This is an optimization exercise on Yosys and OpenROAD, whose aim is small area, a short achievable clock period and few clock cycles, not a production implementation. Function was checked by simulation only, so behaviour that the tests miss may differ from the original. Power is estimated from default activity; no workload was simulated.

--- flow/design.v ---
package cpu_pkg;
    localparam int DATA_W    = 16;
    localparam int ADDR_W    = 8;
    localparam int MEM_DEPTH = 256;
    localparam int REG_SEL_W = 4;
    localparam int NUM_REGS  = 16;
    localparam logic [3:0] OP_SYS    = 4'b0000;  
    localparam logic [3:0] OP_SETN   = 4'b0001;
    localparam logic [3:0] OP_LOADN  = 4'b0010;
    localparam logic [3:0] OP_STOREN = 4'b0011;
    localparam logic [3:0] OP_ADDN   = 4'b0101;
    localparam logic [3:0] OP_ADD    = 4'b0110;  
    localparam logic [3:0] OP_SUB    = 4'b0111;  
    localparam logic [3:0] OP_JUMPN  = 4'b1011;
    localparam logic [1:0] OP_JCOND  = 2'b11;    
    localparam logic [1:0] SYS_HALT  = 2'b00;
    localparam logic [1:0] SYS_WRITE = 2'b10;
    localparam logic [1:0] COND_EQZ = 2'b00;
    localparam logic [1:0] COND_NEZ = 2'b01;
    localparam logic [1:0] COND_GTZ = 2'b10;
    localparam logic [1:0] COND_LTZ = 2'b11;
    typedef logic [2:0] step_t;
    typedef enum logic [2:0] {
        BUS_NONE = 3'd0,  
        BUS_PC   = 3'd1,
        BUS_MEM  = 3'd2,
        BUS_REG  = 3'd3,
        BUS_ALU  = 3'd4,
        BUS_IMM  = 3'd5
    } bus_src_t;
    typedef enum logic {
        ALU_ADD = 1'b0,
        ALU_SUB = 1'b1   
    } alu_op_t;
endpackage
`timescale 1ns/100ps
`timescale 1ns/100ps
`timescale 1ns/100ps
import cpu_pkg::*;
module register_file (
    input  logic                 clk,
    input  logic                 rst,
    input  logic                 we,
    input  logic [REG_SEL_W-1:0] wsel,
    input  logic [DATA_W-1:0]    wdata,
    input  logic [REG_SEL_W-1:0] sel_a,
    input  logic [REG_SEL_W-1:0] sel_b,
    input  logic [REG_SEL_W-1:0] sel_c,
    output logic [DATA_W-1:0]    rdata_a,
    output logic [DATA_W-1:0]    rdata_b,
    output logic                 zero_c,
    output logic                 sign_c
);
    logic [DATA_W-1:0] regs [NUM_REGS];
    logic [NUM_REGS-1:0] zf, sf;
    always_ff @(posedge clk) begin
        if (rst) begin
            for (int i = 1; i < NUM_REGS; i++)
                regs[i] <= '0;
        end else if (we && wsel != '0) begin
            regs[wsel] <= wdata;
        end
    end
    always_comb begin
        zf[0] = 1'b1;
        sf[0] = 1'b0;
        for (int i = 1; i < NUM_REGS; i++) begin
            zf[i] = (regs[i] == '0);
            sf[i] = regs[i][DATA_W-1];
        end
    end
    assign rdata_a = (sel_a == '0) ? '0 : regs[sel_a];
    assign rdata_b = (sel_b == '0) ? '0 : regs[sel_b];
    assign zero_c  = zf[sel_c];
    assign sign_c  = sf[sel_c];
endmodule
`timescale 1ns/100ps
import cpu_pkg::*;
module alu_unit (
    input  logic              sub,
    input  logic [DATA_W-1:0] a,
    input  logic [DATA_W-1:0] b,
    output logic [DATA_W-1:0] result
);
    logic [DATA_W-1:0] bb, p, g, gg, pp, gn, pn, c;
    always_comb begin
        bb = sub ? ~b : b;
        p  = a ^ bb;
        g  = a & bb;
        gg = g;
        pp = p;
        gg[0] = g[0] | (p[0] & sub);
        for (int d = 1; d < DATA_W; d = d * 2) begin
            gn = gg;
            pn = pp;
            for (int i = d; i < DATA_W; i++) begin
                gn[i] = gg[i] | (pp[i] & gg[i-d]);
                pn[i] = pp[i] & pp[i-d];
            end
            gg = gn;
            pp = pn;
        end
        c = {gg[DATA_W-2:0], sub};
        result = p ^ c;
    end
endmodule
`timescale 1ns/100ps
import cpu_pkg::*;
module program_memory (
    input  logic              clk,
    input  logic              we,
    input  logic [ADDR_W-1:0] waddr,
    input  logic [DATA_W-1:0] wdata,
    input  logic              sel,
    input  logic [ADDR_W-1:0] raddr0,
    input  logic [ADDR_W-1:0] raddr1,
    output logic [DATA_W-1:0] rdata
);
    logic [DATA_W-1:0] mem [MEM_DEPTH];
    always_ff @(posedge clk) begin
        for (int i = 0; i < MEM_DEPTH; i++)
            if (we && waddr == ADDR_W'(i))
                mem[i] <= wdata;
    end
    logic [15:0] lo0, hi0, lo1, hi1, lo, hi;
    logic [MEM_DEPTH-1:0] ws;
    always_comb begin
        for (int i = 0; i < 16; i++) begin
            lo0[i] = (raddr0[3:0] == 4'(i));
            hi0[i] = (raddr0[7:4] == 4'(i));
            lo1[i] = (raddr1[3:0] == 4'(i));
            hi1[i] = (raddr1[7:4] == 4'(i));
        end
        lo = sel ? lo1 : lo0;
        hi = sel ? hi1 : hi0;
        for (int i = 0; i < MEM_DEPTH; i++)
            ws[i] = hi[i/16] && lo[i%16];
        rdata = '0;
        for (int i = 0; i < MEM_DEPTH; i++)
            rdata = rdata | (mem[i] & {DATA_W{ws[i]}});
    end
endmodule
`timescale 1ns/100ps
import cpu_pkg::*;
module cpu_top (
    input  logic              clk,
    input  logic              rst,
    input  logic              writing_program,
    input  logic              prog_we,
    input  logic [ADDR_W-1:0] prog_addr,
    input  logic [DATA_W-1:0] prog_wdata,
    output logic              out_valid,
    output logic [DATA_W-1:0] out_data,
    output logic              halted
);
    logic                 wp_q;        
    logic                 rst_q;
    logic [ADDR_W-1:0]    pc;          
    logic [DATA_W-1:0]    ir;
    logic                 ir_valid;
    logic                 ld_pend;     
    logic [REG_SEL_W-1:0] ld_rd;
    logic                 wb_en;
    logic [ADDR_W-1:0]    wb_addr;
    logic [DATA_W-1:0]    wb_data;
    logic                 sel_ir;      
    logic [ADDR_W-1:0]    fetch_addr;
    logic [DATA_W-1:0]    mem_rdata;
    logic [DATA_W-1:0]    fetch_data;
    logic                 st_hit, wb_hit;
    logic [3:0]           op;
    logic                 exe;
    logic                 is_rrr, is_setn, is_load, is_store, is_wrop, is_jump, is_jcond;
    logic                 is_halt, is_write;
    logic [REG_SEL_W-1:0] sel_a;
    logic [DATA_W-1:0]    ra, rb, opb, alu_res;
    logic                 zero_x, sign_x;
    logic                 cond_true, take;
    logic                 rf_we;
    logic [REG_SEL_W-1:0] rf_wsel;
    logic [DATA_W-1:0]    rf_wdata;
    assign op       = ir[15:12];
    assign is_rrr   = (op[3:1] == 3'b011);               
    assign is_setn  = (op == OP_SETN);
    assign is_load  = (op == OP_LOADN);
    assign is_store = (op == OP_STOREN);
    assign is_wrop  = is_rrr || is_setn || (op == OP_ADDN);
    assign is_jump  = (op == OP_JUMPN);
    assign is_jcond = (ir[15:14] == OP_JCOND);
    assign is_halt  = (op == OP_SYS) && (ir[1:0] == SYS_HALT);
    assign is_write = (op == OP_SYS) && (ir[1:0] == SYS_WRITE);
    assign exe = ir_valid && !halted;
    assign sel_a = is_rrr ? ir[7:4] : (is_setn ? 4'd0 : ir[11:8]);
    register_file regs0 (
        .clk(clk), .rst(rst_q), .we(rf_we), .wsel(rf_wsel), .wdata(rf_wdata),
        .sel_a(sel_a), .sel_b(ir[3:0]), .sel_c(ir[11:8]), .rdata_a(ra), .rdata_b(rb),
        .zero_c(zero_x), .sign_c(sign_x)
    );
    assign opb = is_rrr ? rb : {{(DATA_W-ADDR_W){1'b0}}, ir[ADDR_W-1:0]};
    alu_unit alu0 (.sub(op == OP_SUB), .a(ra), .b(opb), .result(alu_res));
    always_comb begin
        case (ir[13:12])
            COND_EQZ: cond_true = zero_x;
            COND_NEZ: cond_true = !zero_x;
            COND_GTZ: cond_true = !zero_x && !sign_x;
            default:  cond_true = sign_x;
        endcase
    end
    assign take   = exe && (is_jump || (is_jcond && cond_true));
    assign sel_ir = take || (exe && is_load);
    assign rf_we    = ld_pend || (exe && is_wrop);
    assign rf_wsel  = ld_pend ? ld_rd : ir[11:8];
    assign rf_wdata = ld_pend ? ir : alu_res;
    assign fetch_addr = sel_ir ? ir[ADDR_W-1:0] : pc;
    program_memory mem0 (
        .clk(clk), .we(wb_en), .waddr(wb_addr), .wdata(wb_data),
        .sel(sel_ir), .raddr0(pc), .raddr1(ir[ADDR_W-1:0]), .rdata(mem_rdata)
    );
    assign st_hit = exe && is_store && (ir[ADDR_W-1:0] == pc);
    assign wb_hit = wb_en && (sel_ir ? (wb_addr == ir[ADDR_W-1:0]) : (wb_addr == pc));
    assign fetch_data = st_hit ? ra : (wb_hit ? wb_data : mem_rdata);
    always_ff @(posedge clk) begin
        wp_q  <= writing_program;
        rst_q <= rst;
        if (writing_program) begin
            wb_en   <= prog_we && !rst;
            wb_addr <= prog_addr;
            wb_data <= prog_wdata;
        end else begin
            wb_en   <= exe && is_store;
            wb_addr <= ir[ADDR_W-1:0];
            wb_data <= ra;
        end
        ir <= fetch_data;
        if (writing_program) begin
            ir_valid <= 1'b0;
            pc       <= '0;
            ld_pend  <= 1'b0;
        end else if (wp_q) begin
            ir_valid <= 1'b1;
            pc       <= ADDR_W'(1);
        end else if (!halted) begin
            ld_pend <= exe && is_load;
            ld_rd   <= ir[11:8];
            if (exe && is_load) begin
                ir_valid <= 1'b0;
            end else begin
                ir_valid <= 1'b1;
                pc       <= fetch_addr + ADDR_W'(1);
            end
        end
        if (rst) begin
            out_valid <= 1'b0;
            halted    <= 1'b0;
        end else begin
            out_valid <= exe && is_write;
            if (exe && is_halt)
                halted <= 1'b1;
        end
        if (exe && is_write)
            out_data <= ra;
    end
endmodule
--- flow/constraint.sdc ---
create_clock -name core_clock -period 10.0 [get_ports {clk}]
set_input_delay 2.0000 -clock core_clock [delete_from_list [all_inputs] [get_ports {clk}]]
set_output_delay 2.0000 -clock core_clock [all_outputs]
set_load 0.01 [all_outputs]
--- flow/run.sh ---
#!/bin/bash
# synth_recipe.tcl (not shown) runs the flow's synth.tcl, then flattens the netlist and writes it again
# the make line also repeats each setting of config.mk as NAME=value (left out here)
make -C /OpenROAD-flow-scripts/flow DESIGN_CONFIG=/design/flow/config.mk WORK_HOME=/design/flow/orfs CLKGATE_MAP_FILE= SYNTH_SCRIPT=/design/flow/synth_recipe.tcl finish
--- flow/config.mk ---
export PLATFORM = sky130hd
export DESIGN_NAME = cpu_top
export DESIGN_NICKNAME = cpu_top
export VERILOG_FILES = /design/flow/design.v
export SDC_FILE = /design/flow/constraint.sdc
export NUM_CORES = 4
export LEC_CHECK = 0
export CAP_MARGIN = 20
export CORE_MARGIN = 2
export CORE_UTILIZATION = 50
export SETUP_SLACK_MARGIN = 5
export SLEW_MARGIN = 20
==> summary.txt <==
## layer usage
metal | overflow | GRT usage
met1 | 1 | 0.829
met2 | 2 | 0.905
met3 | 0 | 0.754
met4 | 3 | 0.779
met5 | 0 | 0.647
## cell usage after synthesis, drive strengths merged (18+ instances only)
cell	n
a21oi	173
a221oi	394
xnor2	51
nor4	235
a22oi	957
o211ai	28
nor3	175
a311oi	24
buf	150
clkbuf	579
and2	61
nand2b	36
nor2b	31
or4	32
a222oi	162
o21a	119
o21ai	187
inv	59
nand3	208
nor2	712
or2	179
mux4	78
a22o	393
edfxtp	4372
and4	37
dfxtp	55
a211oi	127
mux2i	21
a31oi	37
a2111oi	46
nand2	643
nand4	305
o32ai	18
and3	70
o31ai	30
## worst min path at each step
stage                     to  slack [ps]
floorplan           ld_rd[2]         400
global placement       pc[0]         530
detailed placement     pc[0]         540
CTS                    pc[0]         560
## kinds of logic after synthesis
kind of cell | after synthesis | synth area share
flip-flops | 4427 | 0.759
AO/OA/AOI/OAI | 2843 | 0.127
AND/OR/NAND/NOR | 2767 | 0.0786
buffers and inverters | 788 | 0.0192
multiplexers | 115 | 0.0123
XOR/XNOR | 55 | 0.00276
adder cells (fa/ha/maj) | 15 | 0.00112
other | 1 | 0.0000215
## power by group through the flow
stage,Clock [mW],Combinational [mW],Sequential (mW)
3_5_place_dp,0,15.6,24.7
3_3_place_gp,0,15.2,24.8
2_1_floorplan,0,6.22,25.6
4_1_cts,16.9,17.9,24.4
## repair_timing
action | in CTS
setup endpoints to repair | 278
cloned | 29
setup buffers | 101
gates resized for setup | 468
pin swaps | 135
==> impl_metrics.py <==
metrics = {
    "status": {
        "status": "stopped before the end",
        "lastStage": "global routing",
        "toolErrorMsg": "[ERROR GRT-0116] Global routing finished with congestion. Check the congestion regions in the DRC Viewer.",
    },
    "clock_tree": {
        "cts_root_buffer": "clkbuf_16",
        "ctsHoldBuffers": 0,
        "clkSinkCount": 4427,
        "h-tree-depth": 5,
        "cts_buffer_depth": 4,
        "cts_made_buffers": 445,
    },
    "global_route": {
        "grt_max_degree": 175,
        "overflow": 6,
        "grt_pass1_wl_mm": 1840,
        "grtUsageTotal": 0.822,
        "grt_pass1_vias": 152000,
    },
    "yosys": {
        "netlist_instances": 11000,
        "synth-edff-count": 4372,
        "yosysSeqAreaShare": 0.759,
        "synth.area.top_cells": "edfxtp_1 75%, a22oi_1 4.1%, a221oi_1 2.0%",
        "synthDistinctLibCells": 96,
        "synth.avg_cell_area_um2": 15.8,
        "synthArstFlopShare": 0,
        "syn_area_um2": 174000,
        "synth_top_area_cell": "edfxtp_1",
        "synth_ff_type": "edfxtp_1",
        "ys_ff_latch": 4427,
        "ys_warn_count": 5,
        "yosysTopAreaCellShare": 0.753,
    },
    "die": {
        "rows": 216,
        "ios": 46,
        "start_util": 0.503,
        "die_w_um": 595,
        "die_y_um": 595,
    },
    "placement": {
        "port_buffers": 45,
        "place_inst": 16000,
        "pre_cts_slack_ps": 1460,
        "place_area_um2": 190000,
        "dp_hpwl_mm": 934,
        "gp_congestion": 1.32,
    },
}
Testbench counts, summed over its fixed seeds: cycles 15,569.
